Context: an optimization exercise on an open-source flow, tuned for small area, a short achievable clock period and few clock cycles per item. The choices shown serve that exercise and are no tape-out recipe.
RTL that was checked went through simulation tests only; none was proved equivalent to the original.
No activity file was given, so power comes from the tool's default toggle rates.

==> flow/design.v <==
`default_nettype none
package fixflo_pkg;
  localparam int DATA_W = 16;
  localparam int FRAC_W = 8;    
  localparam int MAN_W    = 10;
  localparam int EXP_W    = 5;
  localparam int EXP_BIAS = 15;
  localparam int EXP_MAX  = 31;
  localparam logic [DATA_W-1:0] QNAN = 16'h7E00;
  localparam int ADR_W = 3;
  localparam logic [ADR_W-1:0] REG_A      = 3'd0;
  localparam logic [ADR_W-1:0] REG_B      = 3'd1;
  localparam logic [ADR_W-1:0] REG_CTRL   = 3'd2;  
  localparam logic [ADR_W-1:0] REG_RESULT = 3'd3;
  localparam logic [ADR_W-1:0] REG_STATUS = 3'd4;
  localparam int STAT_FLAGS_LSB = 0;
  localparam int STAT_DONE      = 8;
  typedef enum logic [1:0] {
    OP_FIX_ADD = 2'd0,
    OP_FIX_MUL = 2'd1,
    OP_FLT_MUL = 2'd2
  } op_e;   
  typedef struct packed {
    logic overflow;
    logic zero;
    logic nan;
    logic prec_lost;
  } flags_t;
endpackage
`default_nettype wire
`timescale 1ns/1ps
`default_nettype none
module fixflo_top (
  input  logic                          clk,
  input  logic                          reset,
  input  logic                          wb_cyc,
  input  logic                          wb_stb,
  input  logic                          wb_we,
  input  logic [fixflo_pkg::ADR_W-1:0]  wb_adr,
  input  logic [fixflo_pkg::DATA_W-1:0] wb_dat_i,
  output logic [fixflo_pkg::DATA_W-1:0] wb_dat_o,
  output logic                          wb_ack
);
  localparam logic [1:0] OP_ADD = 2'd0;
  localparam logic [1:0] OP_MUL = 2'd1;
  localparam logic [1:0] OP_FLT = 2'd2;
  logic [15:0] reg_a, reg_b;
  logic [15:0] res;         
  logic [3:0]  flags;       
  logic        done;
  logic        busy;        
  logic        fin;         
  logic [1:0]  op;
  logic [2:0]  cnt;         
  logic [15:0] acc;
  logic        sticky;
  logic        c_flt, c_add, c_keep;
  logic [1:0]  d;
  logic req, acc_en, wr, rd_result, launch;
  logic [1:0] opc;
  assign req       = wb_cyc & wb_stb;
  assign acc_en    = req & ~wb_ack;
  assign wr        = acc_en & wb_we;
  assign rd_result = acc_en & ~wb_we & (wb_adr == fixflo_pkg::REG_RESULT);
  assign opc       = wb_dat_i[1:0];
  assign launch    = wr & (wb_adr == fixflo_pkg::REG_CTRL) & (opc != 2'd3) & ~busy;
  logic [15:0] x;
  logic [15:0] acc_in;
  logic [17:0] sum;
  assign x      = c_flt ? {6'b000001, reg_a[9:0]} : reg_a;
  assign acc_in = (acc & {16{c_keep}}) | (reg_b & {16{c_add}});
  assign sum    = {2'b00, acc_in} + ({2'b00, x} & {18{d[0]}}) + ({1'b0, x, 1'b0} & {18{d[1]}});
  logic last;
  always_comb
    case (op)
      OP_MUL:  last = (cnt == 3'd7);
      OP_FLT:  last = (cnt == 3'd4);
      default: last = 1'b1;
    endcase
  logic       busy_nx, fin_nx;
  logic [1:0] op_nx;
  logic [2:0] cnt_nx;
  always_comb
  begin
    busy_nx = busy;
    fin_nx  = fin;
    op_nx   = op;
    cnt_nx  = cnt;
    if (reset)
    begin
      busy_nx = 1'b0;
      fin_nx  = 1'b0;
      cnt_nx  = 3'd0;
    end
    else if (launch)
    begin
      busy_nx = 1'b1;
      op_nx   = opc;
      cnt_nx  = (opc == OP_MUL) ? 3'd1 : 3'd0;
    end
    else if (fin)
    begin
      busy_nx = 1'b0;
      fin_nx  = 1'b0;
      cnt_nx  = 3'd0;
    end
    else if (busy)
    begin
      cnt_nx = cnt + 3'd1;
      fin_nx = last;
    end
  end
  logic        sr;
  logic [4:0]  ea, eb;
  logic [9:0]  fa, fb;
  logic        a_zero, b_zero, a_inf, b_inf, a_nan, b_nan;
  logic [5:0]  e_sum;
  logic [5:0]  e_unb;
  logic        c_nan, c_inf, c_zero;
  logic [11:0] pre;           
  assign sr     = reg_a[15] ^ reg_b[15];
  assign ea     = reg_a[14:10];
  assign eb     = reg_b[14:10];
  assign fa     = reg_a[9:0];
  assign fb     = reg_b[9:0];
  assign a_zero = (ea == 5'd0);
  assign b_zero = (eb == 5'd0);
  assign a_inf  = (ea == 5'd31) & (fa == 10'd0);
  assign b_inf  = (eb == 5'd31) & (fb == 10'd0);
  assign a_nan  = (ea == 5'd31) & (fa != 10'd0);
  assign b_nan  = (eb == 5'd31) & (fb != 10'd0);
  assign c_nan  = a_nan | b_nan | (a_inf & b_zero) | (b_inf & a_zero);
  assign c_inf  = a_inf | b_inf;
  assign c_zero = a_zero | b_zero;
  assign e_sum  = {1'b0, ea} + {1'b0, eb};
  assign e_unb  = e_sum - 6'd15;
  logic ovf0, ovf1, uf0, uf1;
  assign ovf0 = (e_sum >= 6'd46);
  assign ovf1 = (e_sum >= 6'd45);
  assign uf0  = (e_sum <  6'd16);
  assign uf1  = (e_sum <  6'd15);
  assign pre = {c_nan,
                ~c_nan & (c_inf | (~c_zero & ovf0)),
                ~c_nan & (c_inf | (~c_zero & ovf1)),
                ~c_nan & ~c_inf & (c_zero | uf0),
                ~c_nan & ~c_inf & (c_zero | uf1),
                ~c_zero & uf0,
                ~c_zero & uf1,
                e_unb[4:0]};
  logic [11:0] s_top;         
  logic        n;
  logic [9:0]  mant;
  logic [4:0]  f_exp;
  logic        f_nan, f_inf, f_zero, f_uf;
  logic [15:0] f_res;
  logic [3:0]  f_flags;
  assign s_top  = acc[11:0] + {1'b1, fa};    
  assign n      = s_top[11];
  assign mant   = n ? s_top[10:1] : s_top[9:0];
  assign f_exp  = n ? res[4:0] + 5'd1 : res[4:0];
  assign f_nan  = res[11];
  assign f_inf  = n ? res[9] : res[10];
  assign f_zero = n ? res[7] : res[8];
  assign f_uf   = n ? res[5] : res[6];
  always_comb
  begin
    if (f_nan)
      f_res = fixflo_pkg::QNAN;
    else if (f_inf)
      f_res = {sr, 5'h1F, 10'h0};
    else if (f_zero)
      f_res = {sr, 15'h0};
    else
      f_res = {sr, f_exp, mant};
  end
  assign f_flags = {f_inf, f_zero, f_nan,
                    f_uf | (~f_nan & ~f_inf & ~f_zero & (sticky | (n & s_top[0])))};
  logic [15:0] res_nx;
  logic [3:0]  flags_nx;      
  always_comb
  begin
    case (op)
      OP_MUL:
      begin
        res_nx   = {acc[7:0], res[7:0]};
        flags_nx = {(|acc[15:8]), (res_nx == 16'h0), 1'b0, sticky};
      end
      OP_FLT:
      begin
        res_nx   = f_res;
        flags_nx = f_flags;
      end
      default:
      begin
        res_nx   = {acc[13:0], res[7:6]};
        flags_nx = {acc[14], (res_nx == 16'h0), 2'b00};
      end
    endcase
  end
  always_ff @(posedge clk)
  begin
    acc    <= sum[17:2];
    busy   <= busy_nx;
    fin    <= fin_nx;
    op     <= op_nx;
    cnt    <= cnt_nx;
    c_flt  <= busy_nx & ~fin_nx & (op_nx == OP_FLT);
    c_add  <= busy_nx & ~fin_nx & (op_nx == OP_ADD);
    c_keep <= busy_nx & ~fin_nx & (cnt_nx != 3'd0);
    d      <= (busy_nx & (op_nx == OP_ADD)) ? 2'b01 : reg_b[2*cnt_nx +: 2];
    if (reset)
    begin
      wb_ack <= 1'b0;
      reg_a  <= '0;
      reg_b  <= '0;
      res    <= '0;
      flags  <= '0;
      done   <= 1'b0;
    end
    else
    begin
      wb_ack <= acc_en;
      if (wr && wb_adr == fixflo_pkg::REG_A) reg_a <= wb_dat_i;
      if (wr && wb_adr == fixflo_pkg::REG_B) reg_b <= wb_dat_i;
      if (rd_result) done <= 1'b0;
      if (fin)
      begin
        res   <= res_nx;
        flags <= flags_nx;
        done  <= 1'b1;
      end
      else if (busy)
      begin
        if ((op == OP_MUL && cnt[2]) || op == OP_ADD)
          res[7:0] <= {sum[1:0], res[7:2]};
        if (op == OP_FLT)
          res[11:0] <= pre;
      end
    end
    if (!busy || (!fin && (op == OP_FLT || !cnt[2])))
      sticky <= (c_keep & sticky) | (|sum[1:0]);
  end
  logic [15:0] status;
  always_comb
  begin
    status      = '0;
    status[8]   = done | fin;
    status[3:0] = fin ? flags_nx : flags;
  end
  always_ff @(posedge clk)
  begin
    case (wb_adr)
      fixflo_pkg::REG_A:      wb_dat_o <= reg_a;
      fixflo_pkg::REG_B:      wb_dat_o <= reg_b;
      fixflo_pkg::REG_RESULT: wb_dat_o <= res;
      fixflo_pkg::REG_STATUS: wb_dat_o <= status;
      default:                wb_dat_o <= '0;
    endcase
  end
endmodule
`default_nettype wire
clock: 7.7 ns
lec_check: 0
abc_clock_period_in_ps: 2400
cap_margin: 20
core_margin: 2
core_utilization: 40
setup_slack_margin: 5
slew_margin: 20
run.sh (not shown) runs the stock make flow with config.mk's settings and CLKGATE_MAP_FILE= SYNTH_SCRIPT=/design/flow/synth_recipe.tcl, a recipe that flattens the netlist after the stock synthesis.
The baseline finished with timing, DRC and antenna clean.
Testbench counts at the start, summed over its fixed seeds: cycles 32,316, ops 2,400.
Then changed:
--- a/flow/design.v
+++ b/flow/design.v
@@ -56,6 +56,9 @@
   logic        sticky;
   logic        c_flt, c_add, c_keep;
-  logic [1:0]  d;
-  logic req, acc_en, wr, rd_result, launch;
+  logic        s1, s2, s3;   
+  logic [9:0]  x3_lo;        
+  logic [7:0]  x3_fix;       
+  logic [2:0]  x3_flt;       
+  logic req, acc_en, wr, rd_result, ctrl_wr;
   logic [1:0] opc;
   assign req       = wb_cyc & wb_stb;
@@ -64,11 +67,17 @@
   assign rd_result = acc_en & ~wb_we & (wb_adr == fixflo_pkg::REG_RESULT);
   assign opc       = wb_dat_i[1:0];
-  assign launch    = wr & (wb_adr == fixflo_pkg::REG_CTRL) & (opc != 2'd3) & ~busy;
+  assign ctrl_wr   = wr & (wb_adr == fixflo_pkg::REG_CTRL);
   logic [15:0] x;
+  logic [17:0] x3;
+  logic [17:0] pp;
   logic [15:0] acc_in;
   logic [17:0] sum;
+  logic [11:0] t3a;
   assign x      = c_flt ? {6'b000001, reg_a[9:0]} : reg_a;
+  assign x3     = c_flt ? {5'b00000, x3_flt, x3_lo} : {x3_fix, x3_lo};
+  assign pp     = ({2'b00, x} & {18{s1}}) | ({1'b0, x, 1'b0} & {18{s2}}) | (x3 & {18{s3}});
   assign acc_in = (acc & {16{c_keep}}) | (reg_b & {16{c_add}});
-  assign sum    = {2'b00, acc_in} + ({2'b00, x} & {18{d[0]}}) + ({1'b0, x, 1'b0} & {18{d[1]}});
+  assign sum    = {2'b00, acc_in} + pp;
+  assign t3a    = {2'b00, reg_a[9:0]} + {1'b0, reg_a[9:0], 1'b0};
   logic last;
   always_comb
@@ -93,7 +102,8 @@
       cnt_nx  = 3'd0;
     end
-    else if (launch)
-    begin
-      busy_nx = 1'b1;
+    else if (ctrl_wr)
+    begin
+      busy_nx = (opc != 2'd3);
+      fin_nx  = 1'b0;
       op_nx   = opc;
       cnt_nx  = (opc == OP_MUL) ? 3'd1 : 3'd0;
@@ -208,5 +218,16 @@
     c_add  <= busy_nx & ~fin_nx & (op_nx == OP_ADD);
     c_keep <= busy_nx & ~fin_nx & (cnt_nx != 3'd0);
-    d      <= (busy_nx & (op_nx == OP_ADD)) ? 2'b01 : reg_b[2*cnt_nx +: 2];
+    x3_lo  <= t3a[9:0];
+    x3_fix <= {6'b000000, t3a[11:10]} + {1'b0, reg_a[15:10], 1'b0} + {2'b00, reg_a[15:10]};
+    x3_flt <= {1'b0, t3a[11:10]} + 3'd3;
+    if (busy_nx && op_nx == OP_ADD)
+      {s3, s2, s1} <= 3'b001;
+    else
+      case (reg_b[2*cnt_nx +: 2])
+        2'd1:    {s3, s2, s1} <= 3'b001;
+        2'd2:    {s3, s2, s1} <= 3'b010;
+        2'd3:    {s3, s2, s1} <= 3'b100;
+        default: {s3, s2, s1} <= 3'b000;
+      endcase
     if (reset)
     begin
What happened: The new run passed the timing, design-rule and antenna checks; combinational power went down by 14%; global-route usage went down by 0.31 points; flip-flop and latch count went up by 22; cell area went up by 16%; clock-buffer cell count went up by 10; hold slack got worse by 0.018 ns; sequential share of layout area went up by 0.83 points; non-clock buffer count went up by 21; area after synthesis went up by 15%; setup slack got worse by 0.41 ns; utilization went up by 1.1 points; die area went up by 14%; fmax went down by 12%.
No functional check of the RTL was part of the second run of this note.

---

## job 1365
Starts from the design.v that is shown in full above.
==> flow/config.mk <==
export PLATFORM = sky130hd
export DESIGN_NAME = fixflo_top
export DESIGN_NICKNAME = fixflo_top
export VERILOG_FILES = /design/flow/design.v
export SDC_FILE = /design/flow/constraint.sdc
export NUM_CORES = 4
export LEC_CHECK = 0
export ABC_AREA = 1
export CAP_MARGIN = 20
export CORE_MARGIN = 2
export CORE_UTILIZATION = 40
export SETUP_SLACK_MARGIN = 4.5
export SLEW_MARGIN = 20
==> flow/constraint.sdc <==
create_clock -name core_clock -period 7.7 [get_ports {clk}]
set_input_delay 1.5400 -clock core_clock [delete_from_list [all_inputs] [get_ports {clk}]]
set_output_delay 1.5400 -clock core_clock [all_outputs]
set_load 0.01 [all_outputs]
Job 1365 ended with every stage complete and zero timing, DRC or antenna violations.
Testbench counts of job 1365, summed over its fixed seeds: cycles 32,316, ops 2,400.
Edits applied to the flow inputs when going from job 1365 to job 5100:
-- flow/design.v --
<<< job 1365, line 57
  logic        c_flt, c_add, c_keep;
  logic [1:0]  d;
  logic req, acc_en, wr, rd_result, launch;
  logic [1:0] opc;
  assign req       = wb_cyc & wb_stb;
>>> job 5100, line 57
  logic        c_flt, c_add, c_keep;
  logic [1:0]  d;
  logic req, acc_en, wr, rd_result, ctrl_wr;
  logic [1:0] opc;
  assign req       = wb_cyc & wb_stb;
<<< job 1365, line 64
  assign rd_result = acc_en & ~wb_we & (wb_adr == fixflo_pkg::REG_RESULT);
  assign opc       = wb_dat_i[1:0];
  assign launch    = wr & (wb_adr == fixflo_pkg::REG_CTRL) & (opc != 2'd3) & ~busy;
  logic [15:0] x;
  logic [15:0] acc_in;
>>> job 5100, line 64
  assign rd_result = acc_en & ~wb_we & (wb_adr == fixflo_pkg::REG_RESULT);
  assign opc       = wb_dat_i[1:0];
  assign ctrl_wr   = wr & (wb_adr == fixflo_pkg::REG_CTRL);
  logic [15:0] x;
  logic [15:0] acc_in;
<<< job 1365, line 93
      cnt_nx  = 3'd0;
    end
    else if (launch)
    begin
      busy_nx = 1'b1;
      op_nx   = opc;
      cnt_nx  = (opc == OP_MUL) ? 3'd1 : 3'd0;
>>> job 5100, line 93
      cnt_nx  = 3'd0;
    end
    else if (ctrl_wr)
    begin
      busy_nx = (opc != 2'd3);
      fin_nx  = 1'b0;
      op_nx   = opc;
      cnt_nx  = (opc == OP_MUL) ? 3'd1 : 3'd0;
[summary]
No stage failed in job 1365, and the final checks on the layout all came back clean.
Job 5100 went all the way through the flow, and no timing, DRC or antenna check failed.
Status: share of cell area taken by muxes after synthesis parity (job 1365, job 5100)
Final number of hold-violating endpoints: job 5100 vs job 1365, no meaningful difference
~same die area in job 1365 and job 5100
Summary of job 5100 over job 1365: final area now sits lower; power lower; synthesized cell count roughly the same.
Measured against each other, job 1365 and job 5100 differ in clock skew, the higher figure coming from job 1365.
Utilization after layout (higher): job 1365
Summary: worst slack on hold paths, job 5100 worse than job 1365
Job 5100 against job 1365: total wire length after detailed routing lower, maximum ir drop on the vdd rail lost 0.000022 V.
Looking at fraction of power consumed by the clock network across job 1365 and job 5100, the one that comes out higher is job 5100.
Function not checked in job 5100: the RTL went through the layout flow alone.

==> static timing again, ports no longer ideal <==
In the flow no input, the clock included, has a driving cell. The finished layouts below were timed again as built, in two steps.
Step 1: set_driving_cell puts a clkbuf_16 on clk and a buf_2 on each other input, an assumption about the parent block.
Step 2 also shifts input and output timing later by t, the mid clock arrival at the registers, as if the neighbouring blocks saw the same clock.
Three values: no drivers, after step 1, after step 2; two values: the first two.
run | shift t [ns] | setup slack, ns | hold WS [ns] | slew at the worst register clock pin (ns)
the first run of note 1 | 0.406 | 4.536 / 4.536 / 4.169 | 0.484 / 0.484 / 0.484 | 0.09 / 0.09
the second run of note 1 | 0.471 | 4.122 / 4.122 / 3.998 | 0.466 / 0.466 / 0.466 | 0.06 / 0.06
job 1365 | 0.404 | 4.554 / 4.567 / 4.163 | 0.479 / 0.479 / 0.479 | 0.09 / 0.09
job 5100 | 0.413 | 4.543 / 4.559 / 4.145 | 0.474 / 0.474 / 0.474 | 0.08 / 0.08
After both steps every run listed still meets setup and hold. For job 5100, which loses most, drivers alone change the setup slack by +0.016 ns; drivers and shift together by -0.398 ns.
